What follows belongs to an exercise in optimizing a design on an open flow for small area, a short achievable clock period and few clock cycles; a production flow would make more cautious choices. Only simulation tests tie the RTL to the original design; equivalence was not proved.

==> design/flow/design.v <==
`default_nettype none
package sram_pkg;
	typedef logic [17:0] sram_addr_t;
	typedef logic [15:0] sram_data_t;
	typedef logic [4:0]  buf_addr_t;    
	typedef logic [31:0] buf_word_t;    
endpackage
`default_nettype wire
`default_nettype none
package idct_pkg;
	typedef logic signed [15:0] sample_t;     
	typedef logic signed [15:0] coeff_t;      
	typedef logic signed [31:0] product_t;
	typedef logic signed [31:0] acc_t;        
	typedef logic [5:0]         coeff_idx_t;  
endpackage
`default_nettype wire
`timescale 1ns/1ps
`default_nettype none
module idct_top (
	input  logic                 clock,
	input  logic                 resetn,
	input  logic                 start_i,
	input  logic [4:0]           block_row_i,
	input  logic [5:0]           block_col_i,
	input  sram_pkg::sram_data_t sram_read_data_i,
	output sram_pkg::sram_addr_t sram_address_o,
	output sram_pkg::sram_data_t sram_write_data_o,
	output logic                 sram_we_n_o,
	output logic                 done_o
);
	logic        busy;
	logic [7:0]  slot;
	logic [7:0]  ns;       
	logic        go;       
	logic [14:0] lp;       
	logic [14:0] base;
	assign go = start_i && !busy;
	assign ns = busy ? slot + 8'd1 : 8'd0;
	logic [8:0] line_hi;
	always_comb begin
		case (block_row_i)
			5'd0: line_hi = 9'd150;
			5'd1: line_hi = 9'd155;
			5'd2: line_hi = 9'd160;
			5'd3: line_hi = 9'd165;
			5'd4: line_hi = 9'd170;
			5'd5: line_hi = 9'd175;
			5'd6: line_hi = 9'd180;
			5'd7: line_hi = 9'd185;
			5'd8: line_hi = 9'd190;
			5'd9: line_hi = 9'd195;
			5'd10: line_hi = 9'd200;
			5'd11: line_hi = 9'd205;
			5'd12: line_hi = 9'd210;
			5'd13: line_hi = 9'd215;
			5'd14: line_hi = 9'd220;
			5'd15: line_hi = 9'd225;
			5'd16: line_hi = 9'd230;
			5'd17: line_hi = 9'd235;
			5'd18: line_hi = 9'd240;
			5'd19: line_hi = 9'd245;
			5'd20: line_hi = 9'd250;
			5'd21: line_hi = 9'd255;
			5'd22: line_hi = 9'd260;
			5'd23: line_hi = 9'd265;
			5'd24: line_hi = 9'd270;
			5'd25: line_hi = 9'd275;
			5'd26: line_hi = 9'd280;
			5'd27: line_hi = 9'd285;
			5'd28: line_hi = 9'd290;
			5'd29: line_hi = 9'd295;
			5'd30: line_hi = 9'd300;
			default: line_hi = 9'd305;
		endcase
	end
	assign base = {line_hi, block_col_i};
	logic       ns_rd, ns_wdir, ns_wbuf, ns_wlast;
	logic [2:0] ns_wrow, ns_wj;
	always_comb begin
		ns_rd    = !ns[7] && !ns[3];
		ns_wdir  = !ns[7] && ns[3] && ns[2:0] >= 3'd5;
		ns_wlast = ns[7] && ns[6:0] <= 7'd4;
		ns_wbuf  = !ns[7] && ns[3] && ns[2:0] <= 3'd4 && ns[6:4] != 3'd0;
		ns_wrow  = ns_wdir ? ns[6:4] : ns[6:4] - 3'd1;    
		case ({ns_wdir, ns[2:0]})
			4'b1101: ns_wj = 3'd0;
			4'b1110: ns_wj = 3'd7;
			4'b1111: ns_wj = 3'd2;
			4'b0000: ns_wj = 3'd5;
			4'b0001: ns_wj = 3'd3;
			4'b0010: ns_wj = 3'd4;
			4'b0011: ns_wj = 3'd1;
			default: ns_wj = 3'd6;
		endcase
	end
	function automatic logic [2:0] k_of(input logic [2:0] step);
		case (step)
			3'd0:    k_of = 3'd1;
			3'd1:    k_of = 3'd2;
			3'd2:    k_of = 3'd3;
			3'd3:    k_of = 3'd6;
			3'd4:    k_of = 3'd7;
			3'd5:    k_of = 3'd0;
			3'd6:    k_of = 3'd5;
			default: k_of = 3'd4;
		endcase
	endfunction
	logic [17:0] addr_q;
	logic        we_q;     
	logic        done_q;
	always_ff @(posedge clock or negedge resetn) begin
		if (!resetn) begin
			busy   <= 1'b0;
			slot   <= '0;
			done_q <= 1'b0;
			we_q   <= 1'b0;
		end else begin
			if (go) begin
				busy   <= 1'b1;
				slot   <= '0;
				done_q <= 1'b0;
			end else if (busy) begin
				slot <= ns;
				if (slot == 8'd132) begin
					busy   <= 1'b0;
					done_q <= 1'b1;
				end
			end
			we_q <= (busy || go) && (ns_wdir || ns_wbuf || ns_wlast);
		end
	end
	always_ff @(posedge clock) begin
		if (go)
			lp <= base;
		else if (busy && slot[3:0] == 4'd7)
			lp <= lp + 15'd40;    
		if (go)
			addr_q <= {base, k_of(3'd0)};
		else if (ns_rd)
			addr_q <= {lp, k_of(ns[2:0])};
		else
			addr_q <= {12'd0, ns_wrow, ns_wj};
	end
	assign sram_address_o = addr_q;
	assign sram_we_n_o    = !we_q;
	assign done_o         = done_q;
	logic arrive;
	always_ff @(posedge clock or negedge resetn) begin
		if (!resetn)
			arrive <= 1'b0;
		else
			arrive <= (busy || go) && ns[3:0] >= 4'd2 && ns[3:0] <= 4'd9 && ns <= 8'd129;
	end
	logic [15:0] s_q, sg;
	logic [15:0] sin;
	logic [17:0] t3q;
	logic [18:0] t5q;
	logic [23:0] sx, t3, t5;
	always_ff @(posedge clock)
		s_q <= arrive ? sram_read_data_i : 16'd0;
	assign sg = s_q;
	always_ff @(posedge clock) begin
		sin <= sg;
		t3q <= {{2{sg[15]}}, sg} + {sg[15], sg, 1'b0};
		t5q <= {{3{sg[15]}}, sg} + {sg[15], sg, 2'b00};
	end
	assign sx = {{8{sin[15]}}, sin};
	assign t3 = {{6{t3q[17]}}, t3q};
	assign t5 = {{5{t5q[18]}}, t5q};
	logic [2:0] ns_step;
	logic       ns_proc;
	assign ns_step = 3'(ns[3:0] - 4'd4);
	assign ns_proc = (busy || go) && ns[3:0] >= 4'd4 && ns[3:0] <= 4'd11 && !ns[7];
	localparam logic [31:0] NEG = {8'h8E, 8'h1E, 8'h00, 8'hD4};   
	logic [1:0] lsel;      
	logic       first;
	logic [3:0] neg;
	logic       cv_sub;    
	logic       bshift;    
	always_ff @(posedge clock) begin
		case (ns_step)
			3'd1, 3'd3: lsel <= 2'b01;    
			3'd5, 3'd7: lsel <= 2'b10;    
			default:    lsel <= 2'b00;    
		endcase
		first <= ns_proc && ns_step[2:1] == 2'd0;
		for (int x = 0; x < 4; x++)
			neg[x] <= ns_proc && NEG[8*x + ns_step];
		cv_sub <= ns[3:0] == 4'd13 || ns[3:0] == 4'd15 || ns[3:0] == 4'd1 || ns[3:0] == 4'd3;
		bshift <= !(ns[3:0] >= 4'd4 && ns[3:0] <= 4'd6 || ns[3:0] >= 4'd12 && ns[3:0] <= 4'd14);
	end
	logic [23:0] x0, y0, z0, x1, y1, z1, x2, y2, z2, w2, x3, y3, z3;
	logic        m3;
	always_comb begin
		x0 = sx << 11;
		case (lsel)
			2'b00:   begin y0 = ~(t5 << 3); z0 = 24'd0;   end
			2'b01:   begin y0 = ~(t5 << 5); z0 = sx << 2; end
			default: begin y0 = ~(t5 << 7); z0 = t5 << 3; end
		endcase
		case (lsel)
			2'b00:   begin x1 = t3 << 9; y1 = t5 << 5; z1 = t3 << 1; end
			2'b01:   begin x1 = t3 << 8; y1 = t5 << 1; z1 = t5;      end
			default: begin x1 = t3 << 8; y1 = t5 << 7; z1 = t5 << 3; end
		endcase
		case (lsel)
			2'b00:   begin x2 = sx << 10; y2 = t3 << 5; z2 = sx << 4; w2 = sx;    end
			2'b01:   begin x2 = t3 << 8;  y2 = t5 << 1; z2 = t5;      w2 = 24'd0; end
			default: begin x2 = sx << 10; y2 = t3 << 7; z2 = t5 << 3; w2 = 24'd0; end
		endcase
		case (lsel)
			2'b00:   begin x3 = t3 << 7;  y3 = t5 << 1; z3 = t5;         m3 = 1'b0; end
			2'b01:   begin x3 = sx << 11; y3 = sx << 2; z3 = ~(t5 << 5); m3 = 1'b1; end
			default: begin x3 = t3 << 8;  y3 = t5 << 7; z3 = t5 << 3;    m3 = 1'b0; end
		endcase
	end
	logic [23:0] r0, r1, r2, r3;
	logic [23:0] u4, u5, u6, u7, v4, v5, v6, v7;
	logic        kc4, kc5, kc6, kc7;
	logic [23:0] au0, au1, au2, au3, av0, av1, av2, av3;
	logic        ak0, ak1, ak2, ak3;
	ring_csa3 u_c0 (.first_i(first), .n_i(neg[0]), .ka_i(1'b1), .kb_i(neg[0]), .r_i(r0),
		.x_i(x0), .y_i(y0), .z_i(z0), .u_o(au0), .v_o(av0));
	ring_csa3 u_c1 (.first_i(first), .n_i(neg[1]), .ka_i(neg[1]), .kb_i(neg[1]), .r_i(r1),
		.x_i(x1), .y_i(y1), .z_i(z1), .u_o(au1), .v_o(av1));
	ring_csa4 u_c2 (.first_i(first), .n_i(neg[2]), .k_i(neg[2]), .r_i(r2),
		.x_i(x2), .y_i(y2), .z_i(z2), .w_i(w2), .u_o(au2), .v_o(av2));
	ring_csa3 u_c3 (.first_i(first), .n_i(neg[3]), .ka_i(neg[3] ^ m3), .kb_i(neg[3]), .r_i(r3),
		.x_i(x3), .y_i(y3), .z_i(z3), .u_o(au3), .v_o(av3));
	assign ak0 = 1'b0;
	assign ak1 = neg[1];
	assign ak2 = neg[2];
	assign ak3 = neg[3];
	always_ff @(posedge clock) begin
		r0 <= u6 + v6 + {23'd0, kc6};
		r1 <= u4 + v4 + {23'd0, kc4};
		r2 <= u7 + v7 + {23'd0, kc7};
		r3 <= u5 + v5 + {23'd0, kc5};
		u4 <= au0; v4 <= av0; kc4 <= ak0;
		u5 <= au1; v5 <= av1; kc5 <= ak1;
		u6 <= au2; v6 <= av2; kc6 <= ak2;
		u7 <= au3; v7 <= av3; kc7 <= ak3;
	end
	logic [23:0] cb_u, cb_v, cp, cq, cm, cv;
	always_comb begin
		cb_u = cv_sub ? ~u4 : u6;
		cb_v = cv_sub ? ~v4 : v6;
		cp   = r0 ^ cb_u ^ cb_v;
		cm   = (r0 & cb_u) | (r0 & cb_v) | (cb_u & cb_v);
		cq   = {cm[22:0], cv_sub | kc6};
		cv   = cp + cq + {23'd0, cv_sub & !kc4};
	end
	logic [15:0] bq0, bq1, bq2, bq3, bq4;
	always_ff @(posedge clock) begin
		if (bshift) begin
			bq0 <= bq1; bq1 <= bq2; bq2 <= bq3; bq3 <= bq4;
			bq4 <= cv[23:8];
		end
	end
	logic [15:0] wd_q;
	always_ff @(posedge clock)
		wd_q <= (ns_wdir || ns[7]) ? cv[23:8] : bq0;
	assign sram_write_data_o = wd_q;
endmodule
module ring_csa3 (
	input  logic        first_i,
	input  logic        n_i,
	input  logic        ka_i,
	input  logic        kb_i,
	input  logic [23:0] r_i,
	input  logic [23:0] x_i,
	input  logic [23:0] y_i,
	input  logic [23:0] z_i,
	output logic [23:0] u_o,
	output logic [23:0] v_o
);
	logic [23:0] rr, xx, yy, zz, s1, c1, m1, m2;
	assign rr  = first_i ? 24'd0 : r_i;
	assign xx  = x_i ^ {24{n_i}};
	assign yy  = y_i ^ {24{n_i}};
	assign zz  = z_i ^ {24{n_i}};
	assign s1  = rr ^ xx ^ yy;
	assign m1  = (rr & xx) | (rr & yy) | (xx & yy);
	assign c1  = {m1[22:0], ka_i};
	assign u_o = s1 ^ c1 ^ zz;
	assign m2  = (s1 & c1) | (s1 & zz) | (c1 & zz);
	assign v_o = {m2[22:0], kb_i};
endmodule
module ring_csa4 (
	input  logic        first_i,
	input  logic        n_i,
	input  logic        k_i,
	input  logic [23:0] r_i,
	input  logic [23:0] x_i,
	input  logic [23:0] y_i,
	input  logic [23:0] z_i,
	input  logic [23:0] w_i,
	output logic [23:0] u_o,
	output logic [23:0] v_o
);
	logic [23:0] u3, v3, ww, m3;
	ring_csa3 u_c (.first_i(first_i), .n_i(n_i), .ka_i(k_i), .kb_i(k_i), .r_i(r_i),
		.x_i(x_i), .y_i(y_i), .z_i(z_i), .u_o(u3), .v_o(v3));
	assign ww  = w_i ^ {24{n_i}};
	assign u_o = u3 ^ v3 ^ ww;
	assign m3  = (u3 & v3) | (u3 & ww) | (v3 & ww);
	assign v_o = {m3[22:0], k_i};
endmodule
`default_nettype wire
==> design/flow/flow/run.sh <==
#!/bin/bash
# The standard layout (standard.sh: ORFS from synthesis to the final
# layout), with timing repair aiming for a setup slack well above zero so
# that the layout reaches a shorter period than the 13 ns it is signed off at.
bash standard.sh SETUP_SLACK_MARGIN=9.3 finish > standard.log 2>&1
==> design/flow/standard.sh <==
#!/bin/bash
# synth_recipe.tcl (not shown) runs the flow's synth.tcl, then flattens the netlist and writes it again
# the make line also repeats each setting of config.mk as NAME=value (left out here)
make -C /OpenROAD-flow-scripts/flow DESIGN_CONFIG=/design/flow/config.mk WORK_HOME=/design/flow/orfs CLKGATE_MAP_FILE= SYNTH_SCRIPT=/design/flow/synth_recipe.tcl "${@:-finish}"
==> design/flow/config.mk <==
export PLATFORM = sky130hd
export DESIGN_NAME = idct_top
export DESIGN_NICKNAME = idct_top
export VERILOG_FILES = /design/flow/design.v
export SDC_FILE = /design/flow/constraint.sdc
export NUM_CORES = 4
export LEC_CHECK = 0
export CAP_MARGIN = 20
export CORE_MARGIN = 2
export CORE_UTILIZATION = 65
export CTS_CLUSTER_DIAMETER = 100
export CTS_CLUSTER_SIZE = 30
export SETUP_SLACK_MARGIN = 5
export SLEW_MARGIN = 20
==> design/flow/constraint.sdc <==
create_clock -name core_clock -period 13.0 [get_ports {clock}]
set_input_delay 2.6000 -clock core_clock [delete_from_list [all_inputs] [get_ports {clock}]]
set_output_delay 2.6000 -clock core_clock [all_outputs]
set_load 0.01 [all_outputs]
==> flow_summary_export.csv, run 1 <==
group,metric,value,unit
outcome,status,"finished clean",
worst_setup_path,cp-end-kind,"output port",
worst_hold_path,min_from,"u5[0]$_DFF_P_",
global_routing,grt_usage,33.2,%
drt,met1_length,31900,um
clock_network,clkLatencyLatePin,0.59,ns
synthesis,synth_top_family_by_area,"adder cells",
timing,hold_viol,0,
worst_hold_path,hold_depth,0,
synthesis,syn-cell-area,0.0296,sq mm
global_routing,grt.overflow.total,0,
synthesis,ys_async_sr_fraction,2.40,%
synthesis,synth_top_area_share,26.6,%
floorplan,core,0.0452,sq mm
worst_setup_path,r2r_cells,13,
cells_and_area,drive_gt1_share,5.19,%
placed_design,place.gp.congestion,1.03,
synthesis,synth_commonest_cells,"393 x dfxtp_1, 282 x inv_1, 275 x nand2_1",
global_routing,grt_pass1_vias,21800,
worst_setup_path,crit_required,10.40,ns
floorplan,die_y,217,um
drt,drcViolationCount,0,
synthesis,synthFlopType,"dfxtp_1",
clock_network,cts_tree,"done",
clock_network,cts_buffer_depth,3,
timing,worst_pin_slew,1.09,ns
timing,fmax,268,MHz
floorplan,row_count,78,
placed_design,portBuffers,65,
timing,fin_tns_setup,0,ns
drt,route.antenna.remaining_nets,0,
timing,rsz0062_at_grt,"yes",
drt,totalWireLength,79400,um
floorplan,die_w,217,um
drt,firstDrtPassIters,8,
clock_network,root_buffer,"clkbuf_16",
synthesis,synth-seq-cells,500,
synthesis,syn_nets,3442,
worst_setup_path,setup.worst_path.class,"reg2out",
synthesis,synth_edf_count,95,
timing,holdWs,0.361,ns
synthesis,yosys.area.top_type,"dfxtp_1",
drt,dr_wl_met3,5920,um
synthesis,synthAdderAreaFrac,20.3,%
drt,met2_length,37600,um
timing,fin_crit,3.73,ns
synthesis,ys_warn_count,1,
synthesis,ys_seq_area_share,37.2,%
drt,vias_per_cell,5.94,
worst_setup_path,crit_path_start,"we_q$_DFF_PN0_",
drt,wl_per_cell,21.7,um
timing,maxSlewViolCount,0,
worst_setup_path,crit_path_max_fanout,1,
synthesis,syn_area_per_cell,9.72,sq um
drt,num_vias,21800,
clock_network,clkTransAtPathRegs,0.11,ns
global_routing,antenna_found_initial,0,
clock_network,clock-sinks,500,
floorplan,io-pin-count,66,
timing,period_share,28.7,%
synthesis,synthTopCellsByArea,"dfxtp_1 27%, fa_1 13%, edfxtp_1 9.6%",
synthesis,synth.distinct_cells,75,
global_routing,grt_max_degree,81,
timing,setup_viol,0,
synthesis,postSynthCellCount,3047,
clock_network,cts_buffers,21,
worst_setup_path,critPathArrivalTime,1.13,ns
synthesis,yosys.area_share.simple,11.3,%
clock_network,htree_levels,1,
placed_design,hpwlAfterDp,60000,um
cells_and_area,area_delta_synth_final,6.78,%
synthesis,synth_compound_area_share,13.4,%
timing,skew,0.0318,ns
synthesis,yosys.area_share.xor_xnor,10.3,%
flow_run,maxCapViolations,0,
drt,top_layer,"met4",
worst_setup_path,start_kind,"register",
floorplan,die-area,0.0473,sq mm
drt,drtIter0Drc,2094,
floorplan,initial_core_util,65.6,%
worst_setup_path,r2r-start,"cv_sub$_DFF_P_",
global_routing,grt_pass1_wl,121000,um
timing,maxSlewHeadroom,27.3,%
cells_and_area,fin_nets,3448,
synthesis,muxShareOfSynthArea,2.50,%
worst_hold_path,hold_class,"reg2reg",
synthesis,post-synth-top-count-cell,"dfxtp_1",
[repair_timing]
action / 4_1_cts / 5_1_grt
pin swaps: 2 / 6
gates resized for setup: 192 / 34
setup buffers: 4 / 2
hold buffers: 0 / 0
gates cloned: 2 / 5
setup endpoints to repair: 177 / 52
[critical path, stage by stage, from the launching register on]
cell and delay (ns):
dfrtp_1 0.39, inv_1 0.05, buf_2 0.11
[layer usage]
layer,track usage (%),vias to the layer above
li1,-,10100
met1,42.9,10600
met2,55.1,858
met3,5.22,209
met4,14.9,0
met5,0,-
[stage by stage]
step,setup WS (ns),instance area (sq um),util (%),std cells
global placement,8.02,30700,68.0,3617
finish,9.27,31600,70.0,3662
floorplan,9.30,29600,-,3047
detailed placement,8.00,30700,68.0,3617
global route,9.24,31600,70.0,3661
CTS,9.24,31400,69.5,3654
[logic make-up (layout without fill, tap and decap cells)]
group | Yosys count | after routing
adders and majority gates | 365 | 365
AOI/OAI and AO/OA | 651 | 651
other | 0 | 1
DFF | 500 | 500
buffers and inverters | 392 | 406
and+or+nand+nor | 717 | 717
xor gates and xnor gates | 350 | 350
muxes | 72 | 72
[cell type report]
class / instances / area, sq um
diodes: 1 / 2.50
well taps: 600 / 751
fillers: 3504 / 13600
clock buffers: 28 / 594
multi-input cells: 2155 / 17300
clock inverters: 3 / 45.0
repair inverters: 1 / 7.51
flip-flops and latches: 500 / 11100
repair buffers: 90 / 832
inverters: 284 / 1070
[cells in the final DEF, fill, tap and decap left out, drive strengths merged, types with 95 or more instances in the layout]
cell,n
fa,194
a21oi,275
xnor2,251
dfxtp,393
nor2,160
ha,171
o21ai,128
inv,286
nand2,275
xor2,99
edfxtp,95
[registers in the layout (all words and copies together) (netlist names), 18 cells and up]
name    count
u6         24
t5q        18
u7         24
v4         24
v6         24
u4         24
r3         24
r2         24
addr_q     18
u5         24
v5         23
r1         24
v7         24
r0         24
[worst paths after layout]
check,endpoint,slack [ns]
min,r3[0]$_DFF_P_,0.36
max in group asynchronous,slot[3]$_DFFE_PN0P_,10.24
max reg2reg,wd_q[12]$_DFF_P_,9.39
min in group asynchronous,slot[0]$_DFFE_PN0P_,2.37
max,sram_we_n_o,9.27
min reg2reg,r3[0]$_DFF_P_,0.36
Testbench counts, summed over its fixed seeds: cycles 34,304.
==> inputs of run 2 (changes only) <==
--- a/design/flow/flow/run.sh
+++ b/design/flow/flow/run.sh
@@ -4,2 +4,2 @@
 # that the layout reaches a shorter period than the 13 ns it is signed off at.
-bash standard.sh SETUP_SLACK_MARGIN=9.3 finish > standard.log 2>&1
+bash standard.sh SETUP_SLACK_MARGIN=9.0 finish > standard.log 2>&1
--- a/design/flow/config.mk
+++ b/design/flow/config.mk
@@ -10,4 +10,2 @@
 export CORE_UTILIZATION = 65
-export CTS_CLUSTER_DIAMETER = 100
-export CTS_CLUSTER_SIZE = 30
 export SETUP_SLACK_MARGIN = 5
==> flow_summary_export.csv, run 2 <==
group,metric,value,unit
floorplan,core,0.0452,sq mm
timing,fin_tns_setup,0,ns
floorplan,row_count,78,
flow_run,maxCapViolations,0,
floorplan,io-pin-count,66,
worst_setup_path,setup.worst_path.class,"reg2out",
floorplan,die_y,217,um
synthesis,synthTopCellsByArea,"dfxtp_1 27%, fa_1 13%, edfxtp_1 9.6%",
timing,maxSlewHeadroom,27.5,%
global_routing,antenna_found_initial,1,
clock_network,htree_levels,2,
worst_hold_path,min_from,"u5[0]$_DFF_P_",
worst_setup_path,crit_path_start,"done_q$_DFFE_PN0P_",
clock_network,postCtsSetupBuffers,0,
placed_design,hpwlAfterDp,62100,um
clock_network,cts_buffer_depth,3,
cells_and_area,num_antenna_cells,0,
clock_network,clock-sinks,500,
worst_setup_path,worstPathBufferInverterCount,1,
global_routing,grt.overflow.total,0,
synthesis,ys_seq_area_share,37.2,%
timing,maxSlewViolCount,0,
floorplan,die_w,217,um
clock_network,root_buffer,"clkbuf_16",
global_routing,grt_max_degree,81,
drt,totalWireLength,82600,um
worst_setup_path,crit_chain,"dlygate4sd2_1",
timing,worst_pin_slew,1.08,ns
floorplan,initial_core_util,65.6,%
worst_setup_path,start_kind,"register",
placed_design,place_area,0.0307,sq mm
worst_setup_path,critPathTopFamily,"flip-flops",
timing,period_share,30.1,%
synthesis,ys_warn_count,1,
timing,fin_crit,3.91,ns
worst_setup_path,crit_required,10.40,ns
cells_and_area,layout_common_cells,"385 x dfxtp_1, 281 x inv_1, 275 x nand2_1",
drt,vias_per_cell,5.96,
global_routing,grt_pass1_vias,22700,
synthesis,synth-seq-cells,500,
drt,wl_per_cell,22.2,um
placed_design,place.gp.congestion,0.974,
synthesis,synth_edf_count,95,
cells_and_area,layout_commonest_cell,"dfxtp_1",
timing,skew,0.0175,ns
drt,drtIter0Drc,1987,
synthesis,post-synth-top-count-cell,"dfxtp_1",
worst_setup_path,cpPeakStageDelay,0.40,ns
synthesis,synth_top_area_share,26.6,%
global_routing,grt_usage,35.5,%
cells_and_area,area_delta_synth_final,10.2,%
worst_setup_path,cp_slowest_cell,"dfrtp_1",
timing,hold_viol,0,
cells_and_area,drive_gt1_share,4.43,%
synthesis,yosys.area.top_type,"dfxtp_1",
drt,route.antenna.remaining_nets,0,
clock_network,cts_tree,"done",
synthesis,syn-cell-area,0.0296,sq mm
cells_and_area,fin_nets,3467,
worst_setup_path,cp-end-kind,"output port",
timing,holdWs,0.327,ns
drt,firstDrtPassIters,5,
synthesis,ys_async_sr_fraction,2.40,%
cells_and_area,final_util,72.3,%
drt,num_vias,22100,
synthesis,synthFlopType,"dfxtp_1",
placed_design,portBuffers,65,
synthesis,syn_area_per_cell,9.72,sq um
worst_setup_path,critPathArrivalTime,1.31,ns
synthesis,synth_commonest_cells,"393 x dfxtp_1, 282 x inv_1, 275 x nand2_1",
worst_setup_path,crit_path_max_fanout,2,
timing,fmax,256,MHz
synthesis,syn_nets,3442,
worst_hold_path,hold_class,"reg2reg",
global_routing,grt_pass1_wl,128000,um
cells_and_area,nFillCells,3316,
outcome,status,"finished clean",
cells_and_area,design_area,0.0327,sq mm
clock_network,cts_buffers,52,
floorplan,die-area,0.0473,sq mm
drt,drcViolationCount,0,
clock_network,clkLatencyLatePin,0.62,ns
clock_network,clkTransAtPathRegs,0.06,ns
synthesis,postSynthCellCount,3047,
worst_setup_path,r2r-start,"cv_sub$_DFF_P_",
timing,setup_viol,0,
timing,rsz0062_at_grt,"yes",
synthesis,synth.distinct_cells,75,
[run 2: cell types whose count changed in the layout (fill, tap and decap cells not counted), moves of 14 or more]
cell           previous run  this run
buf_2                    32         0
clkbuf_16                28        55
dfxtp_1                 367       385
dfxtp_2                  19         5
dlygate4sd2_1             1        36
[run 2: logic make-up after synthesis]
| group | synth area share [%] |
|---|---|
| AND/OR/NAND/NOR | 11.3 |
| XOR/XNOR | 10.3 |
| flip-flops | 37.2 |
| adder cells (fa/ha/maj) | 20.3 |
| buffers and inverters | 5.00 |
| multiplexers | 2.50 |
| AO/OA/AOI/OAI | 13.4 |
[run 2: final cells by class]
class	instances	area, sq um	share of cell area, %
Timing Repair Buffer	78	723	2.21
Inverter	284	1070	3.28
Multi-Input combinational cell	2155	17200	52.6
Timing Repair inverter	1	5.00	0.0153
Tap cell	600	751	2.30
Clock buffer	66	1490	4.56
Clock inverter	31	403	1.23
Sequential cell	500	11000	33.8
[run 2: stage by stage]
step	std cells	setup WS [ns]
final	3715	9.09
after global routing	3715	8.94
after CTS	3715	8.97
after detailed placement	3617	7.93
after global placement	3617	7.97
after floorplan	3047	9.01
[run 2: final timing paths]
kind | to | slack, ns | cells after the start
setup / recovery | done_o | 9.09 | 1
hold / removal | r3[0]$_DFF_P_ | 0.33 | 0
setup reg to reg | wd_q[15]$_DFF_P_ | 9.17 | 13
hold reg to reg | r3[0]$_DFF_P_ | 0.33 | 0
max in group asynchronous | busy$_DFF_PN0_ | 10.28 | 1
min in group asynchronous | slot[6]$_DFFE_PN0P_ | 2.35 | 1
[run 2: per-layer routing]
layer / part of all wire (%) / up-vias / global-route usage (%)
met3: 6.7 / 226 / 4.39
met5: 0 / - / 0
met1: 41 / 10800 / 46.9
met2: 47 / 902 / 58.2
met4: 5.0 / 0 / 17.0
li1: - / 10200 / -
[run 2: repair_timing]
action                     CTS  global route
gates cloned                 1             0
hold buffers                 0             0
setup endpoints to repair   70            24
gates resized for setup     42             7
==> inputs of run 3 (changes only) <==
--- a/design/flow/design.v
+++ b/design/flow/design.v
@@ -162,6 +162,10 @@
 	assign sg = s_q;
+	logic [17:0] t3n;
+	logic [18:0] t5n;
+	bk_add #(.W(18)) u_t3 (.a_i({{2{sg[15]}}, sg}), .b_i({sg[15], sg, 1'b0}), .c_i(1'b0), .s_o(t3n));
+	bk_add #(.W(19)) u_t5 (.a_i({{3{sg[15]}}, sg}), .b_i({sg[15], sg, 2'b00}), .c_i(1'b0), .s_o(t5n));
 	always_ff @(posedge clock) begin
 		sin <= sg;
-		t3q <= {{2{sg[15]}}, sg} + {sg[15], sg, 1'b0};
-		t5q <= {{3{sg[15]}}, sg} + {sg[15], sg, 2'b00};
+		t3q <= t3n;
+		t5q <= t5n;
 	end
@@ -234,7 +238,12 @@
 	assign ak3 = neg[3];
+	logic [23:0] rs4, rs5, rs6, rs7;
+	bk_add #(.W(24)) u_m4 (.a_i(u4), .b_i(v4), .c_i(kc4), .s_o(rs4));
+	bk_add #(.W(24)) u_m5 (.a_i(u5), .b_i(v5), .c_i(kc5), .s_o(rs5));
+	bk_add #(.W(24)) u_m6 (.a_i(u6), .b_i(v6), .c_i(kc6), .s_o(rs6));
+	bk_add #(.W(24)) u_m7 (.a_i(u7), .b_i(v7), .c_i(kc7), .s_o(rs7));
 	always_ff @(posedge clock) begin
-		r0 <= u6 + v6 + {23'd0, kc6};
-		r1 <= u4 + v4 + {23'd0, kc4};
-		r2 <= u7 + v7 + {23'd0, kc7};
-		r3 <= u5 + v5 + {23'd0, kc5};
+		r0 <= rs6;
+		r1 <= rs4;
+		r2 <= rs7;
+		r3 <= rs5;
 		u4 <= au0; v4 <= av0; kc4 <= ak0;
@@ -265,2 +274,31 @@
 endmodule
+module bk_add #(
+	parameter int W = 16
+) (
+	input  logic [W-1:0] a_i,
+	input  logic [W-1:0] b_i,
+	input  logic         c_i,
+	output logic [W-1:0] s_o
+);
+	logic [W-1:0] p0, gg, pp;
+	always_comb begin
+		p0    = a_i ^ b_i;
+		gg    = a_i & b_i;
+		gg[0] = gg[0] | (p0[0] & c_i);
+		pp    = p0;
+		for (int d = 1; d < W; d = d * 2)
+			for (int i = 2 * d - 1; i < W; i += 2 * d) begin
+				gg[i] = gg[i] | (pp[i] & gg[i-d]);
+				pp[i] = pp[i] & pp[i-d];
+			end
+		for (int d = 16; d >= 1; d = d / 2)
+			for (int i = 3 * d - 1; i < W; i += 2 * d) begin
+				gg[i] = gg[i] | (pp[i] & gg[i-d]);
+				pp[i] = pp[i] & pp[i-d];
+			end
+		s_o[0] = p0[0] ^ c_i;
+		for (int i = 1; i < W; i++)
+			s_o[i] = p0[i] ^ gg[i-1];
+	end
+endmodule
 module ring_csa3 (
--- a/design/flow/flow/run.sh
+++ b/design/flow/flow/run.sh
@@ -4,2 +4,2 @@
 # that the layout reaches a shorter period than the 13 ns it is signed off at.
-bash standard.sh SETUP_SLACK_MARGIN=9.0 finish > standard.log 2>&1
+bash standard.sh SETUP_SLACK_MARGIN=9.3 finish > standard.log 2>&1
--- a/design/flow/config.mk
+++ b/design/flow/config.mk
@@ -10,2 +10,4 @@
 export CORE_UTILIZATION = 65
+export CTS_CLUSTER_DIAMETER = 100
+export CTS_CLUSTER_SIZE = 20
 export SETUP_SLACK_MARGIN = 5
==> flow_summary_export.csv, run 3 <==
group,metric,value,unit
floorplan,die_w,214,um
synthesis,syn-cell-area,0.0286,sq mm
placed_design,place.gp.congestion,0.961,
drt,totalWireLength,70000,um
timing,fmax,267,MHz
global_routing,grt_pass1_vias,20100,
synthesis,syn_nets,3209,
timing,fin_tns_setup,0,ns
worst_setup_path,cpPeakStageDelay,0.37,ns
synthesis,yosys.area.top_type,"dfxtp_1",
drt,drtIter0Drc,1409,
synthesis,synthTopCellsByArea,"dfxtp_1 28%, fa_1 18%, edfxtp_1 10%",
synthesis,synth-seq-cells,500,
worst_setup_path,r2r-end,"bq4[15]$_DFFE_PP_",
worst_setup_path,r2r-start,"cv_sub$_DFF_P_",
synthesis,post-synth-top-count-cell,"dfxtp_1",
flow_run,maxCapViolations,0,
clock_network,cts_buffers,29,
global_routing,antenna_found_initial,0,
synthesis,synth_commonest_cells,"393 x dfxtp_1, 325 x inv_1, 268 x nand2_1",
synthesis,postSynthCellCount,2766,
timing,period_share,28.8,%
outcome,status,"finished clean",
worst_hold_path,min_to,"r3[0]$_DFF_P_",
timing,worst_slack,9.26,ns
clock_network,clkLatencyLatePin,0.61,ns
worst_setup_path,reg2reg_slack,9.42,ns
synthesis,ys_async_sr_fraction,2.40,%
synthesis,ys_warn_count,4,
placed_design,hpwlAfterDp,52700,um
worst_setup_path,worstPathBufferInverterCount,2,
floorplan,die_y,214,um
timing,holdWs,0.332,ns
floorplan,die-area,0.0457,sq mm
global_routing,grt_usage,31.4,%
worst_setup_path,crit_required,10.40,ns
cells_and_area,fin_nets,3239,
worst_hold_path,hold_class,"reg2reg",
global_routing,grt.overflow.total,0,
synthesis,ys_seq_area_share,38.5,%
floorplan,row_count,76,
synthesis,syn_area_per_cell,10.3,sq um
synthesis,synth_top_area_share,27.5,%
clock_network,cts_buffer_depth,3,
floorplan,io-pin-count,66,
worst_setup_path,cp_slowest_cell,"dfrtp_1",
cells_and_area,multi_input_area,0.0161,sq mm
timing,rsz0062_at_grt,"yes",
timing,setup_viol,0,
worst_hold_path,min_from,"u5[0]$_DFF_P_",
timing,skew,0.0271,ns
placed_design,dp_slack,8.12,ns
clock_network,root_buffer,"clkbuf_16",
clock_network,clock-sinks,500,
floorplan,initial_core_util,66.1,%
drt,num_vias,19400,
worst_setup_path,start_kind,"register",
cells_and_area,layout_common_cells,"377 x dfxtp_1, 324 x inv_1, 267 x nand2_1",
synthesis,synthFlopType,"dfxtp_1",
timing,hold_viol,0,
timing,maxSlewHeadroom,31.6,%
cells_and_area,register_area,0.0111,sq mm
worst_setup_path,crit_chain,"inv_1 > buf_2",
clock_network,cts_tree,"done",
worst_setup_path,r2r_cells,13,
global_routing,grt_max_degree,81,
drt,route.antenna.remaining_nets,0,
worst_setup_path,critPathTopFamily,"flip-flops",
clock_network,holdBufCountCts,0,
timing,maxSlewViolCount,0,
worst_hold_path,hold_depth,0,
clock_network,clkTransAtPathRegs,0.09,ns
timing,fin_crit,3.74,ns
cells_and_area,nFillCells,3346,
cells_and_area,area_delta_synth_final,7.61,%
drt,drcViolationCount,0,
drt,wl_per_cell,20.6,um
timing,worst_pin_slew,1.02,ns
worst_setup_path,critPathArrivalTime,1.14,ns
cells_and_area,layout_commonest_cell,"dfxtp_1",
synthesis,synth_edf_count,95,
clock_network,htree_levels,1,
synthesis,synth.distinct_cells,78,
drt,vias_per_cell,5.73,
floorplan,core,0.0433,sq mm
worst_setup_path,setup.worst_path.class,"reg2out",
drt,firstDrtPassIters,5,
cells_and_area,drive_gt1_share,6.05,%
worst_setup_path,crit_path_max_fanout,1,
worst_setup_path,cp-end-kind,"output port",
placed_design,portBuffers,65,
global_routing,grt_pass1_wl,110000,um
## run 3: metrics by stage
stage | std cells | util (%) | area [sq um]
3_5_place_dp | 3338 | 68.8 | 29800
5_1_grt | 3393 | 71.1 | 30800
4_1_cts | 3385 | 70.5 | 30500
2_1_floorplan | 2766 | - | 28600
6_report | 3394 | 71.1 | 30800
3_3_place_gp | 3338 | 68.8 | 29800
## run 3: worst reg2reg max path: cells and delay by family, from the launching register on
family,cells,cell delay (ns)
buffers and inverters,1,0.15
adders and majority gates,2,0.76
and+or+nand+nor,4,1.17
DFF,1,0.38
AOI/OAI and AO/OA,6,0.98
## run 3: layout make-up
type	instances	area share, %
flip-flops and latches	500	35.9
clock buffers	39	2.51
repair buffers	91	2.57
multi-input cells	1845	52.5
well taps	585	2.38
repair inverters	1	0.0244
clock inverters	4	0.106
diodes	1	0.00813
inverters	328	4.02
## run 3: worst max path at each step
stage,depth (start not counted),slack (ns),to,from
finish,2,9.26,sram_we_n_o,we_q$_DFF_PN0_
global route,2,9.21,sram_we_n_o,we_q$_DFF_PN0_
CTS,2,9.23,sram_we_n_o,we_q$_DFF_PN0_
detailed placement,6,8.12,addr_q[5]$_DFF_P_,start_i
global placement,6,8.23,addr_q[5]$_DFF_P_,start_i
floorplan,5,9.30,lp[10]$_DFFE_PP_,start_i
## run 3: what timing repair did
action,in CTS,in global routing
gates resized for setup,170,30
setup buffers,2,6
setup endpoints to repair,121,56
pin swaps,0,6
gates cloned,2,2
## run 3: layer usage
layer | vias to the layer above | track usage, % | routed length [um]
li1 | 8991 | - | -
met1 | 9616 | 39.8 | 28100
met2 | 622 | 54.1 | 34600
met3 | 211 | 4.13 | 3620
met4 | 0 | 14.1 | 3650
met5 | - | 0 | 0
## run 3: kinds of logic after synthesis
kind of cell | synth area share (%)
muxes | 2.25
DFF | 38.5
and+or+nand+nor | 10.1
AOI/OAI and AO/OA | 9.56
adders and majority gates | 24.6
buffers and inverters | 5.55
xor gates and xnor gates | 9.37
Testbench counts of run 3, summed over its fixed seeds: cycles 34,304.
==> inputs of run 4 (changes only) <==
--- a/design/flow/config.mk
+++ b/design/flow/config.mk
@@ -11,3 +11,3 @@
 export CTS_CLUSTER_DIAMETER = 100
-export CTS_CLUSTER_SIZE = 20
+export CTS_CLUSTER_SIZE = 30
 export SETUP_SLACK_MARGIN = 5
==> flow_summary_export.csv, run 4 <==
group,metric,value,unit
drt,num_vias,19300,
drt,totalWireLength,69400,um
synthesis,ys_async_sr_fraction,2.40,%
synthesis,ys_seq_area_share,38.5,%
drt,vias_per_cell,5.73,
clock_network,clkLatencyLatePin,0.58,ns
outcome,status,"finished clean",
cells_and_area,multi_input_area,0.0161,sq mm
synthesis,ys_warn_count,4,
timing,maxSlewViolCount,0,
synthesis,synthTopCellsByArea,"dfxtp_1 28%, fa_1 18%, edfxtp_1 10%",
floorplan,initial_core_util,66.1,%
drt,drcViolationCount,0,
global_routing,grt.overflow.total,0,
clock_network,holdBufCountCts,0,
worst_hold_path,hold_class,"reg2reg",
timing,worst_slack,9.28,ns
worst_setup_path,worstPathBufferInverterCount,2,
worst_setup_path,crit_path_max_fanout,1,
timing,skew,0.0207,ns
cells_and_area,layout_commonest_cell,"dfxtp_1",
synthesis,synth-seq-cells,500,
clock_network,cts_buffer_depth,3,
global_routing,grt_usage,31.3,%
placed_design,hpwlAfterDp,52700,um
placed_design,dp_slack,8.12,ns
worst_setup_path,crit_chain,"inv_1 > buf_2",
clock_network,root_buffer,"clkbuf_16",
worst_setup_path,critPathArrivalTime,1.12,ns
clock_network,clkTransAtPathRegs,0.12,ns
timing,period_share,28.7,%
synthesis,syn-cell-area,0.0286,sq mm
timing,fmax,268,MHz
cells_and_area,fin_nets,3227,
clock_network,clock-sinks,500,
cells_and_area,final_util,70.5,%
floorplan,die_y,214,um
worst_setup_path,cp-end-kind,"output port",
global_routing,grt_pass1_wl,109000,um
flow_run,maxCapViolations,0,
synthesis,synth_commonest_cells,"393 x dfxtp_1, 325 x inv_1, 268 x nand2_1",
timing,hold_viol,0,
global_routing,antenna_found_initial,0,
worst_setup_path,cpPeakStageDelay,0.38,ns
worst_setup_path,crit_required,10.40,ns
worst_setup_path,setup.worst_path.class,"reg2out",
synthesis,postSynthCellCount,2766,
cells_and_area,area_delta_synth_final,6.67,%
floorplan,die-area,0.0457,sq mm
floorplan,core,0.0433,sq mm
clock_network,cts_buffers,21,
timing,setup_viol,0,
synthesis,yosys.area.top_type,"dfxtp_1",
timing,maxSlewHeadroom,32.2,%
placed_design,place.gp.congestion,0.961,
worst_setup_path,start_kind,"register",
synthesis,synth.distinct_cells,78,
clock_network,htree_levels,1,
drt,drtIter0Drc,1428,
synthesis,syn_area_per_cell,10.3,sq um
floorplan,die_w,214,um
synthesis,post-synth-top-count-cell,"dfxtp_1",
clock_network,cts_tree,"done",
synthesis,synth_top_area_share,27.5,%
cells_and_area,register_area,0.0111,sq mm
cells_and_area,layout_common_cells,"369 x dfxtp_1, 324 x inv_1, 267 x nand2_1",
drt,firstDrtPassIters,5,
timing,fin_tns_setup,0,ns
drt,route.antenna.remaining_nets,0,
cells_and_area,nFillCells,3373,
timing,worst_pin_slew,1.02,ns
timing,rsz0062_at_grt,"yes",
floorplan,io-pin-count,66,
placed_design,portBuffers,65,
synthesis,synthFlopType,"dfxtp_1",
synthesis,synth_edf_count,95,
worst_setup_path,cp_slowest_cell,"dfrtp_1",
global_routing,grt_pass1_vias,20000,
drt,wl_per_cell,20.6,um
cells_and_area,drive_gt1_share,5.95,%
synthesis,syn_nets,3209,
worst_setup_path,critPathTopFamily,"flip-flops",
timing,fin_crit,3.72,ns
floorplan,row_count,76,
global_routing,grt_max_degree,81,
==> run 4: cell types whose count changed in the layout (fill, tap and decap cells not counted), moves of 2 or more <==
cell | previous run | this run
buf_2 | 33 | 35
buf_4 | 17 | 15
buf_6 | 5 | 3
clkbuf_1 | 9 | 6
clkbuf_16 | 31 | 22
dfxtp_1 | 377 | 369
dfxtp_2 | 12 | 20
==> run 4: final cells by class <==
type / instances / share of cell area [%]
Multi-Input combinational cell: 1845 / 52.9
Sequential cell: 500 / 36.3
Inverter: 328 / 4.06
Tap cell: 585 / 2.40
Timing Repair Buffer: 87 / 2.36
Clock buffer: 27 / 1.80
Clock inverter: 4 / 0.160
Timing Repair inverter: 1 / 0.0246
Antenna cell: 1 / 0.00820
==> run 4: through the flow <==
step                      cell area [sq um]  hold WS (ns)  instances
after global routing                  30500         0.352       3377
after detailed placement              29800         0.318       3338
after CTS                             30300         0.344       3373
final                                 30500         0.340       3378
after global placement                29800         0.314       3338
after floorplan                       28600         0.310       2766
==> run 4: worst paths after layout <==
check	startpoint	end	slack (ns)	depth (start not counted)
setup / recovery	we_q$_DFF_PN0_	sram_we_n_o	9.28	2
hold / removal	u5[0]$_DFF_P_	r3[0]$_DFF_P_	0.34	0
setup reg to reg	cv_sub$_DFF_P_	bq4[15]$_DFFE_PP_	9.40	13
hold reg to reg	u5[0]$_DFF_P_	r3[0]$_DFF_P_	0.34	0
max in group asynchronous	resetn	slot[2]$_DFFE_PN0P_	10.22	1
min in group asynchronous	resetn	slot[5]$_DFFE_PN0P_	2.38	1
==> run 4: logic make-up (layout without fill, tap and decap cells) <==
family | Yosys count | in the layout | share of synthesized area (%)
DFF | 500 | 500 | 38.5
adders and majority gates | 413 | 413 | 24.6
AOI/OAI and AO/OA | 444 | 444 | 9.56
and+or+nand+nor | 620 | 620 | 10.1
xor gates and xnor gates | 305 | 305 | 9.37
muxes | 63 | 63 | 2.25
other | 0 | 1 | 0
buffers and inverters | 421 | 447 | 5.55
==> run 4: metal layers <==
metal	vias up	GRT usage, %	part of all wire (%)
li1	8970	-	-
met4	0	13.7	4.8
met3	190	3.79	5.0
met5	-	0	0
met1	9582	39.5	40
met2	602	54.4	50
==> run 4: what timing repair did <==
item	CTS	global route
setup buffers	2	3
pin swaps	0	6
setup endpoints to repair	119	69
gates cloned	2	1
gates resized for setup	174	32
==> inputs of run 5 (changes only) <==
--- a/design/flow/flow/run.sh
+++ b/design/flow/flow/run.sh
@@ -4,2 +4,2 @@
 # that the layout reaches a shorter period than the 13 ns it is signed off at.
-bash standard.sh SETUP_SLACK_MARGIN=9.3 finish > standard.log 2>&1
+bash standard.sh SETUP_SLACK_MARGIN=9.45 finish > standard.log 2>&1
==> flow_summary_export.csv, run 5 <==
group,metric,value,unit
outcome,status,"finished clean",
timing,fin_tns_setup,0,ns
global_routing,grt.overflow.total,0,
worst_setup_path,crit_required,10.40,ns
timing,hold_viol,0,
timing,fmax,271,MHz
synthesis,synthTopCellsByArea,"dfxtp_1 28%, fa_1 18%, edfxtp_1 10%",
synthesis,synth.distinct_cells,78,
synthesis,postSynthCellCount,2766,
clock_network,cts_tree,"done",
placed_design,dp_slack,8.06,ns
cells_and_area,nFillCells,3134,
synthesis,synth_commonest_cells,"393 x dfxtp_1, 325 x inv_1, 268 x nand2_1",
synthesis,synth_compound_area_share,9.56,%
timing,period_share,28.4,%
placed_design,place_area,0.0298,sq mm
timing,skew,0.0200,ns
cells_and_area,area_delta_synth_final,9.39,%
global_routing,grt_usage,31.5,%
cells_and_area,multi_input_area,0.0165,sq mm
global_routing,grt_pass1_wl,110000,um
worst_setup_path,start_kind,"register",
floorplan,row_count,76,
global_routing,grt_pass1_vias,20000,
worst_setup_path,r2r-start,"cv_sub$_DFF_P_",
worst_setup_path,r2r-end,"wd_q[12]$_DFF_P_",
synthesis,yosys.area.top_type,"dfxtp_1",
global_routing,antenna_found_initial,0,
synthesis,yosys.area_share.xor_xnor,9.37,%
worst_setup_path,cpPeakStageDelay,0.37,ns
synthesis,syn_area_per_cell,10.3,sq um
drt,vias_per_cell,5.76,
worst_setup_path,critPathTopFamily,"flip-flops",
worst_setup_path,worstPathBufferInverterCount,2,
clock_network,htree_levels,1,
worst_setup_path,r2r_cells,14,
synthesis,ys_seq_area_share,38.5,%
synthesis,synth_top_family_by_area,"adder cells",
floorplan,die-area,0.0457,sq mm
synthesis,synth-seq-cells,500,
worst_setup_path,reg2reg_slack,9.32,ns
worst_setup_path,cp.depth,2,
synthesis,ys_async_sr_fraction,2.40,%
clock_network,root_buffer,"clkbuf_16",
worst_setup_path,crit_path_max_fanout,1,
worst_setup_path,cp-end-kind,"output port",
synthesis,syn_nets,3209,
floorplan,die_y,214,um
drt,num_vias,19600,
timing,rsz0062_at_grt,"yes",
synthesis,yosys.area_share.simple,10.1,%
synthesis,muxShareOfSynthArea,2.25,%
clock_network,clkLatencyLatePin,0.58,ns
synthesis,post-synth-top-count-cell,"dfxtp_1",
global_routing,grt_max_degree,81,
placed_design,place.gp.congestion,0.961,
clock_network,cts_buffer_depth,3,
drt,wl_per_cell,21.1,um
clock_network,holdBufCountCts,0,
drt,drtIter0Drc,1466,
timing,setup_viol,0,
clock_network,clock-sinks,500,
cells_and_area,layout_commonest_cell,"dfxtp_1",
cells_and_area,design_area,0.0313,sq mm
timing,holdWs,0.345,ns
floorplan,io-pin-count,66,
synthesis,synth_top_area_share,27.5,%
timing,maxSlewHeadroom,32.0,%
clock_network,clkTransAtPathRegs,0.11,ns
drt,totalWireLength,71500,um
placed_design,portBuffers,65,
timing,maxSlewViolCount,0,
floorplan,core,0.0433,sq mm
worst_setup_path,critPathArrivalTime,1.09,ns
worst_setup_path,crit_chain,"inv_1 > buf_2",
synthesis,synth_edf_count,95,
worst_setup_path,crit_path_start,"we_q$_DFF_PN0_",
worst_setup_path,setup.worst_path.class,"reg2out",
synthesis,synthFlopType,"dfxtp_1",
timing,fin_crit,3.69,ns
cells_and_area,drive_gt1_share,8.46,%
placed_design,hpwlAfterDp,52100,um
drt,route.antenna.remaining_nets,0,
cells_and_area,fin_nets,3248,
worst_setup_path,cp_slowest_cell,"dfrtp_1",
drt,drcViolationCount,0,
timing,worst_slack,9.31,ns
worst_setup_path,cp-endpoint,"sram_we_n_o",
synthesis,syn-cell-area,0.0286,sq mm
floorplan,die_w,214,um
worst_hold_path,hold_class,"reg2reg",
timing,worst_pin_slew,1.02,ns
synthesis,synthAdderAreaFrac,24.6,%
cells_and_area,register_area,0.0111,sq mm
cells_and_area,layout_common_cells,"361 x dfxtp_1, 319 x inv_1, 267 x nand2_1",
drt,firstDrtPassIters,5,
clock_network,cts_buffers,21,
synthesis,ys_warn_count,4,
cells_and_area,num_antenna_cells,0,
flow_run,maxCapViolations,0,
floorplan,initial_core_util,66.1,%
==> run 5: stage by stage <==
stage,std cells,utilization [%]
final,3398,72.3
after global routing,3398,72.3
after CTS,3374,70.7
after detailed placement,3335,68.8
after global placement,3335,68.8
after floorplan,2766,-
==> run 5: area by class of cell <==
class	instances	share of cell area (%)
tap	585	2.34
timing repair inverter	1	0.0240
multi-input combinational	1845	52.7
clock inverter	3	0.152
sequential	500	35.4
inverter	328	3.98
timing repair buffer	108	3.63
clock buffer	28	1.80
==> run 5: how the worst min path moves through the flow <==
stage | start | endpoint | slack, ns | depth (start not counted)
3_3_place_gp | u5[0]$_DFF_P_ | r3[0]$_DFF_P_ | 0.31 | 0
4_1_cts | u5[0]$_DFF_P_ | r3[0]$_DFF_P_ | 0.35 | 0
3_5_place_dp | u5[0]$_DFF_P_ | r3[0]$_DFF_P_ | 0.33 | 0
6_report | u5[0]$_DFF_P_ | r3[0]$_DFF_P_ | 0.34 | 0
5_1_grt | u5[0]$_DFF_P_ | r3[0]$_DFF_P_ | 0.36 | 0
2_1_floorplan | u5[0]$_DFF_P_ | r3[0]$_DFF_P_ | 0.31 | 0
==> run 5: layer usage <==
| metal | track usage (%) | wire length [um] | vias up |
|---|---|---|---|
| met3 | 4.22 | 3870 | 163 |
| met1 | 39.9 | 28600 | 9807 |
| met5 | 0 | 0 | - |
| met2 | 55.6 | 36300 | 614 |
| met4 | 10.6 | 2790 | 0 |
| li1 | - | - | 9005 |
==> run 5: worst register-to-register path: cells and delay by family, from the launching register on <==
family          cells  cell delay, ns
fa+ha+maj           2            0.77
compound gates      5            1.10
mux                 2            0.51
simple gates        1            0.13
xor+xnor            1            0.15
buf+inv             3            0.48
flops               1            0.44
==> run 5: logic make-up (layout without fill, tap and decap cells) <==
| logic type | after synthesis | after routing |
|---|---|---|
| simple gates | 620 | 620 |
| fa+ha+maj | 413 | 413 |
| flops | 500 | 500 |
| mux | 63 | 63 |
| xor+xnor | 305 | 305 |
| buf+inv | 421 | 468 |
| compound gates | 444 | 444 |
==> run 5: repair_timing <==
item,4_1_cts,5_1_grt
gates cloned,3,4
pin swaps,3,28
gates resized for setup,210,99
setup buffers,5,20
endpoints found under the setup margin,168,97
==> inputs of run 6 (changes only) <==
--- a/design/flow/design.v
+++ b/design/flow/design.v
@@ -86,10 +86,10 @@
 		case ({ns_wdir, ns[2:0]})
-			4'b1101: ns_wj = 3'd0;
-			4'b1110: ns_wj = 3'd7;
-			4'b1111: ns_wj = 3'd2;
-			4'b0000: ns_wj = 3'd5;
-			4'b0001: ns_wj = 3'd3;
-			4'b0010: ns_wj = 3'd4;
-			4'b0011: ns_wj = 3'd1;
-			default: ns_wj = 3'd6;
+			4'b1101: ns_wj = 3'd2;
+			4'b1110: ns_wj = 3'd5;
+			4'b1111: ns_wj = 3'd3;
+			4'b0000: ns_wj = 3'd4;
+			4'b0001: ns_wj = 3'd1;
+			4'b0010: ns_wj = 3'd6;
+			4'b0011: ns_wj = 3'd0;
+			default: ns_wj = 3'd7;
 		endcase
@@ -98,10 +98,10 @@
 		case (step)
-			3'd0:    k_of = 3'd1;
-			3'd1:    k_of = 3'd2;
-			3'd2:    k_of = 3'd3;
-			3'd3:    k_of = 3'd6;
-			3'd4:    k_of = 3'd7;
-			3'd5:    k_of = 3'd0;
-			3'd6:    k_of = 3'd5;
-			default: k_of = 3'd4;
+			3'd0:    k_of = 3'd3;
+			3'd1:    k_of = 3'd6;
+			3'd2:    k_of = 3'd7;
+			3'd3:    k_of = 3'd2;
+			3'd4:    k_of = 3'd5;
+			3'd5:    k_of = 3'd4;
+			3'd6:    k_of = 3'd1;
+			default: k_of = 3'd0;
 		endcase
@@ -178,6 +178,6 @@
 	assign ns_proc = (busy || go) && ns[3:0] >= 4'd4 && ns[3:0] <= 4'd11 && !ns[7];
-	localparam logic [31:0] NEG = {8'h8E, 8'h1E, 8'h00, 8'hD4};   
+	localparam logic [31:0] FLIP = {8'h00, 8'h88, 8'hFC, 8'h20};   
 	logic [1:0] lsel;      
 	logic       first;
-	logic [3:0] neg;
+	logic [3:0] flip;
 	logic       cv_sub;    
@@ -192,3 +192,3 @@
 		for (int x = 0; x < 4; x++)
-			neg[x] <= ns_proc && NEG[8*x + ns_step];
+			flip[x] <= ns_proc && FLIP[8*x + ns_step];
 		cv_sub <= ns[3:0] == 4'd13 || ns[3:0] == 4'd15 || ns[3:0] == 4'd1 || ns[3:0] == 4'd3;
@@ -223,22 +223,16 @@
 	logic [23:0] u4, u5, u6, u7, v4, v5, v6, v7;
-	logic        kc4, kc5, kc6, kc7;
 	logic [23:0] au0, au1, au2, au3, av0, av1, av2, av3;
-	logic        ak0, ak1, ak2, ak3;
-	ring_csa3 u_c0 (.first_i(first), .n_i(neg[0]), .ka_i(1'b1), .kb_i(neg[0]), .r_i(r0),
+	ring_csa3 u_c0 (.first_i(first), .f_i(flip[0]), .ka_i(1'b1), .kb_i(flip[0]), .r_i(r0),
 		.x_i(x0), .y_i(y0), .z_i(z0), .u_o(au0), .v_o(av0));
-	ring_csa3 u_c1 (.first_i(first), .n_i(neg[1]), .ka_i(neg[1]), .kb_i(neg[1]), .r_i(r1),
+	ring_csa3 u_c1 (.first_i(first), .f_i(flip[1]), .ka_i(flip[1]), .kb_i(1'b0), .r_i(r1),
 		.x_i(x1), .y_i(y1), .z_i(z1), .u_o(au1), .v_o(av1));
-	ring_csa4 u_c2 (.first_i(first), .n_i(neg[2]), .k_i(neg[2]), .r_i(r2),
+	ring_csa4 u_c2 (.first_i(first), .f_i(flip[2]), .k_i(flip[2]), .r_i(r2),
 		.x_i(x2), .y_i(y2), .z_i(z2), .w_i(w2), .u_o(au2), .v_o(av2));
-	ring_csa3 u_c3 (.first_i(first), .n_i(neg[3]), .ka_i(neg[3] ^ m3), .kb_i(neg[3]), .r_i(r3),
+	ring_csa3 u_c3 (.first_i(first), .f_i(1'b0), .ka_i(m3), .kb_i(1'b0), .r_i(r3),
 		.x_i(x3), .y_i(y3), .z_i(z3), .u_o(au3), .v_o(av3));
-	assign ak0 = 1'b0;
-	assign ak1 = neg[1];
-	assign ak2 = neg[2];
-	assign ak3 = neg[3];
 	logic [23:0] rs4, rs5, rs6, rs7;
-	bk_add #(.W(24)) u_m4 (.a_i(u4), .b_i(v4), .c_i(kc4), .s_o(rs4));
-	bk_add #(.W(24)) u_m5 (.a_i(u5), .b_i(v5), .c_i(kc5), .s_o(rs5));
-	bk_add #(.W(24)) u_m6 (.a_i(u6), .b_i(v6), .c_i(kc6), .s_o(rs6));
-	bk_add #(.W(24)) u_m7 (.a_i(u7), .b_i(v7), .c_i(kc7), .s_o(rs7));
+	bk_add #(.W(24)) u_m4 (.a_i(u4), .b_i(v4), .c_i(1'b0), .s_o(rs4));
+	bk_add #(.W(24)) u_m5 (.a_i(u5), .b_i(v5), .c_i(1'b0), .s_o(rs5));
+	bk_add #(.W(24)) u_m6 (.a_i(u6), .b_i(v6), .c_i(1'b0), .s_o(rs6));
+	bk_add #(.W(24)) u_m7 (.a_i(u7), .b_i(v7), .c_i(1'b0), .s_o(rs7));
 	always_ff @(posedge clock) begin
@@ -248,6 +242,6 @@
 		r3 <= rs5;
-		u4 <= au0; v4 <= av0; kc4 <= ak0;
-		u5 <= au1; v5 <= av1; kc5 <= ak1;
-		u6 <= au2; v6 <= av2; kc6 <= ak2;
-		u7 <= au3; v7 <= av3; kc7 <= ak3;
+		u4 <= au0; v4 <= av0;
+		u5 <= au1; v5 <= av1;
+		u6 <= au2; v6 <= av2;
+		u7 <= au3; v7 <= av3;
 	end
@@ -259,4 +253,4 @@
 		cm   = (r0 & cb_u) | (r0 & cb_v) | (cb_u & cb_v);
-		cq   = {cm[22:0], cv_sub | kc6};
-		cv   = cp + cq + {23'd0, cv_sub & !kc4};
+		cq   = {cm[22:0], cv_sub};
+		cv   = cp + cq + {23'd0, cv_sub};
 	end
@@ -305,3 +299,3 @@
 	input  logic        first_i,
-	input  logic        n_i,
+	input  logic        f_i,
 	input  logic        ka_i,
@@ -315,12 +309,9 @@
 );
-	logic [23:0] rr, xx, yy, zz, s1, c1, m1, m2;
-	assign rr  = first_i ? 24'd0 : r_i;
-	assign xx  = x_i ^ {24{n_i}};
-	assign yy  = y_i ^ {24{n_i}};
-	assign zz  = z_i ^ {24{n_i}};
-	assign s1  = rr ^ xx ^ yy;
-	assign m1  = (rr & xx) | (rr & yy) | (xx & yy);
+	logic [23:0] rr, s1, c1, m1, m2;
+	assign rr  = (first_i ? 24'd0 : r_i) ^ {24{f_i}};
+	assign s1  = rr ^ x_i ^ y_i;
+	assign m1  = (rr & x_i) | (rr & y_i) | (x_i & y_i);
 	assign c1  = {m1[22:0], ka_i};
-	assign u_o = s1 ^ c1 ^ zz;
-	assign m2  = (s1 & c1) | (s1 & zz) | (c1 & zz);
+	assign u_o = s1 ^ c1 ^ z_i;
+	assign m2  = (s1 & c1) | (s1 & z_i) | (c1 & z_i);
 	assign v_o = {m2[22:0], kb_i};
@@ -329,3 +320,3 @@
 	input  logic        first_i,
-	input  logic        n_i,
+	input  logic        f_i,
 	input  logic        k_i,
@@ -339,9 +330,8 @@
 );
-	logic [23:0] u3, v3, ww, m3;
-	ring_csa3 u_c (.first_i(first_i), .n_i(n_i), .ka_i(k_i), .kb_i(k_i), .r_i(r_i),
+	logic [23:0] u3, v3, m3;
+	ring_csa3 u_c (.first_i(first_i), .f_i(f_i), .ka_i(k_i), .kb_i(1'b0), .r_i(r_i),
 		.x_i(x_i), .y_i(y_i), .z_i(z_i), .u_o(u3), .v_o(v3));
-	assign ww  = w_i ^ {24{n_i}};
-	assign u_o = u3 ^ v3 ^ ww;
-	assign m3  = (u3 & v3) | (u3 & ww) | (v3 & ww);
-	assign v_o = {m3[22:0], k_i};
+	assign u_o = u3 ^ v3 ^ w_i;
+	assign m3  = (u3 & v3) | (u3 & w_i) | (v3 & w_i);
+	assign v_o = {m3[22:0], 1'b0};
 endmodule
--- a/design/flow/flow/run.sh
+++ b/design/flow/flow/run.sh
@@ -4,2 +4,2 @@
 # that the layout reaches a shorter period than the 13 ns it is signed off at.
-bash standard.sh SETUP_SLACK_MARGIN=9.45 finish > standard.log 2>&1
+bash standard.sh SETUP_SLACK_MARGIN=9.3 finish > standard.log 2>&1
--- a/design/flow/config.mk
+++ b/design/flow/config.mk
@@ -9,5 +9,5 @@
 export CORE_MARGIN = 2
-export CORE_UTILIZATION = 65
+export CORE_UTILIZATION = 70
 export CTS_CLUSTER_DIAMETER = 100
-export CTS_CLUSTER_SIZE = 30
+export CTS_CLUSTER_SIZE = 24
 export SETUP_SLACK_MARGIN = 5
==> flow_summary_export.csv, run 6 <==
group,metric,value,unit
synthesis,ys_async_sr_fraction,2.41,%
synthesis,syn-cell-area,0.0274,sq mm
drt,totalWireLength,66300,um
placed_design,dp_slack,8.01,ns
synthesis,post-synth-top-count-cell,"dfxtp_1",
worst_setup_path,cp-end-kind,"output port",
global_routing,grt_max_degree,81,
drt,wl_per_cell,21.2,um
drt,vias_per_cell,5.81,
synthesis,synth.distinct_cells,73,
clock_network,cts_buffer_depth,3,
drt,drcViolationCount,0,
clock_network,holdBufCountCts,0,
clock_network,clkLatencyLatePin,0.59,ns
synthesis,syn_area_per_cell,10.6,sq um
worst_setup_path,critPathArrivalTime,1.12,ns
floorplan,die_w,202,um
cells_and_area,layout_common_cells,"378 x dfxtp_1, 292 x inv_1, 246 x fa_1",
cells_and_area,drive_gt1_share,6.14,%
worst_setup_path,cpPeakStageDelay,0.40,ns
cells_and_area,area_delta_synth_final,6.70,%
floorplan,die_y,202,um
synthesis,ys_seq_area_share,40.1,%
synthesis,ys_warn_count,4,
global_routing,antenna_found_initial,0,
drt,firstDrtPassIters,5,
flow_run,maxCapViolations,0,
synthesis,synthTopCellsByArea,"dfxtp_1 29%, fa_1 18%, edfxtp_1 10%",
cells_and_area,layout_commonest_cell,"dfxtp_1",
cells_and_area,fin_nets,3058,
placed_design,portBuffers,65,
worst_setup_path,setup.worst_path.class,"reg2out",
timing,maxSlewViolCount,0,
global_routing,grt.overflow.total,0,
timing,worst_slack,9.28,ns
synthesis,postSynthCellCount,2569,
timing,fin_tns_setup,0,ns
worst_setup_path,critPathTopFamily,"flip-flops",
synthesis,yosys.area.top_type,"dfxtp_1",
cells_and_area,num_antenna_cells,0,
drt,drtIter0Drc,1545,
floorplan,die-area,0.0407,sq mm
timing,fmax,269,MHz
clock_network,clock-sinks,498,
cells_and_area,design_area,0.0292,sq mm
timing,period_share,28.6,%
timing,skew,0.0195,ns
worst_setup_path,start_kind,"register",
drt,num_vias,18200,
clock_network,clkTransAtPathRegs,0.10,ns
global_routing,grt_util_met2,57.8,%
placed_design,place.gp.congestion,0.949,
placed_design,hpwlAfterDp,50700,um
global_routing,grt_pass1_vias,19100,
timing,rsz0062_at_grt,"yes",
worst_hold_path,hold_class,"reg2reg",
synthesis,synthFlopType,"dfxtp_1",
outcome,status,"finished clean",
floorplan,initial_core_util,70.8,%
floorplan,row_count,72,
synthesis,syn_nets,3031,
global_routing,grt_usage,33.5,%
clock_network,root_buffer,"clkbuf_16",
global_routing,grtUsageMet1,42.5,%
-- run 6: cell count changes after synthesis, moves of 22 or more --
cell      before  now
xnor2_1      205  131
a21oi_1      197  108
nand2b_1      73  113
inv_1        325  295
o21ai_0       85  146
xor2_1        99   53
ha_1         163  185
nand2_1      268  213
-- run 6: logic make-up (layout without fill, tap and decap cells) --
family | after synthesis | after routing | synth area share [%]
AOI/OAI and AO/OA | 406 | 406 | 9.17
xor gates and xnor gates | 184 | 184 | 5.89
adders and majority gates | 432 | 432 | 26.5
buffers and inverters | 382 | 419 | 5.28
DFF | 498 | 498 | 40.1
muxes | 55 | 55 | 2.15
and+or+nand+nor | 612 | 612 | 10.8
-- run 6: cell type report --
cell class	instances	area, sq um
Multi-Input combinational cell	1689	15000
Sequential cell	498	11000
Fill cell	2701	9460
Inverter	297	1120
Timing Repair Buffer	85	712
Clock buffer	34	648
Tap cell	518	648
Clock inverter	2	46.3
Timing Repair inverter	1	7.51
-- run 6: timing repair --
action / CTS / global route
resized for setup: 169 / 18
buffers inserted: 0 / 5
pin swaps: 0 / 1
gates cloned: 1 / 2
setup endpoints to repair: 136 / 49
-- run 6: final timing paths --
check                                 endpoint  cells after the start                from  slack (ns)
max reg2reg                      u6[8]$_DFF_P_                     11     lsel[1]$_DFF_P_        9.40
min reg2reg                      r2[0]$_DFF_P_                      0       u7[0]$_DFF_P_        0.34
max in group asynchronous  slot[4]$_DFFE_PN0N_                      1              resetn       10.25
min in group asynchronous     arrive$_DFF_PN0_                      1              resetn        2.37
min                              r2[0]$_DFF_P_                      0       u7[0]$_DFF_P_        0.34
max                                     done_o                      1  done_q$_DFFE_PN0P_        9.28
-- run 6: routing by layer --
metal	routed length (um)	share of wire, %
met1	26400	40
met2	33100	50
met3	3490	5.3
met4	3350	5.0
met5	0	0
-- run 6: through the flow --
| step | hold WS [ns] | util (%) | instances |
|---|---|---|---|
| 3_5_place_dp | 0.316 | 73.6 | 3080 |
| 2_1_floorplan | 0.310 | - | 2569 |
| 4_1_cts | 0.339 | 75.1 | 3117 |
| 3_3_place_gp | 0.313 | 73.6 | 3080 |
| 6_report | 0.338 | 75.5 | 3124 |
| 5_1_grt | 0.343 | 75.5 | 3124 |
Testbench counts of run 6, summed over its fixed seeds: cycles 34,304.

==> afterwards: timing with drivers on the ports <==
The results above use ideal ports. As a check the final layouts listed here were re-extracted and re-timed, cells and wires unchanged. Step 1 sets driving cells, clkbuf_16 on the clock port and buf_2 on the other inputs (assumed; they add their load-dependent delay and slew). Step 2 times the ports against the registers' clock, not the clock port: input delays grow and output delays shrink by t, the midpoint of the rising clock arrivals with the driver on. Three values: ideal, step 1, step 2; two values: the first two.
run | t, ns | slack for setup (ns) | latest minus earliest clock arrival (ns) | worst register clock-pin slew, ns
run 1 | 0.636 | 9.272 / 9.209 / 8.815 | 0.032 / 0.032 | 0.12 / 0.12
run 2 | 0.678 | 9.093 / 9.029 / 8.531 | 0.019 / 0.018 | 0.07 / 0.07
run 3 | 0.653 | 9.261 / 9.204 / 8.791 | 0.028 / 0.027 | 0.10 / 0.10
run 4 | 0.627 | 9.275 / 9.217 / 8.810 | 0.023 / 0.023 | 0.12 / 0.12
run 5 | 0.635 | 9.306 / 9.244 / 8.944 | 0.024 / 0.025 | 0.12 / 0.12
run 6 | 0.635 | 9.282 / 9.223 / 8.756 | 0.019 / 0.019 | 0.11 / 0.11
After both steps every run listed still meets setup and hold. The setup slack of run 2, which loses most, moves by -0.064 ns with the drivers and by -0.562 ns with both steps.
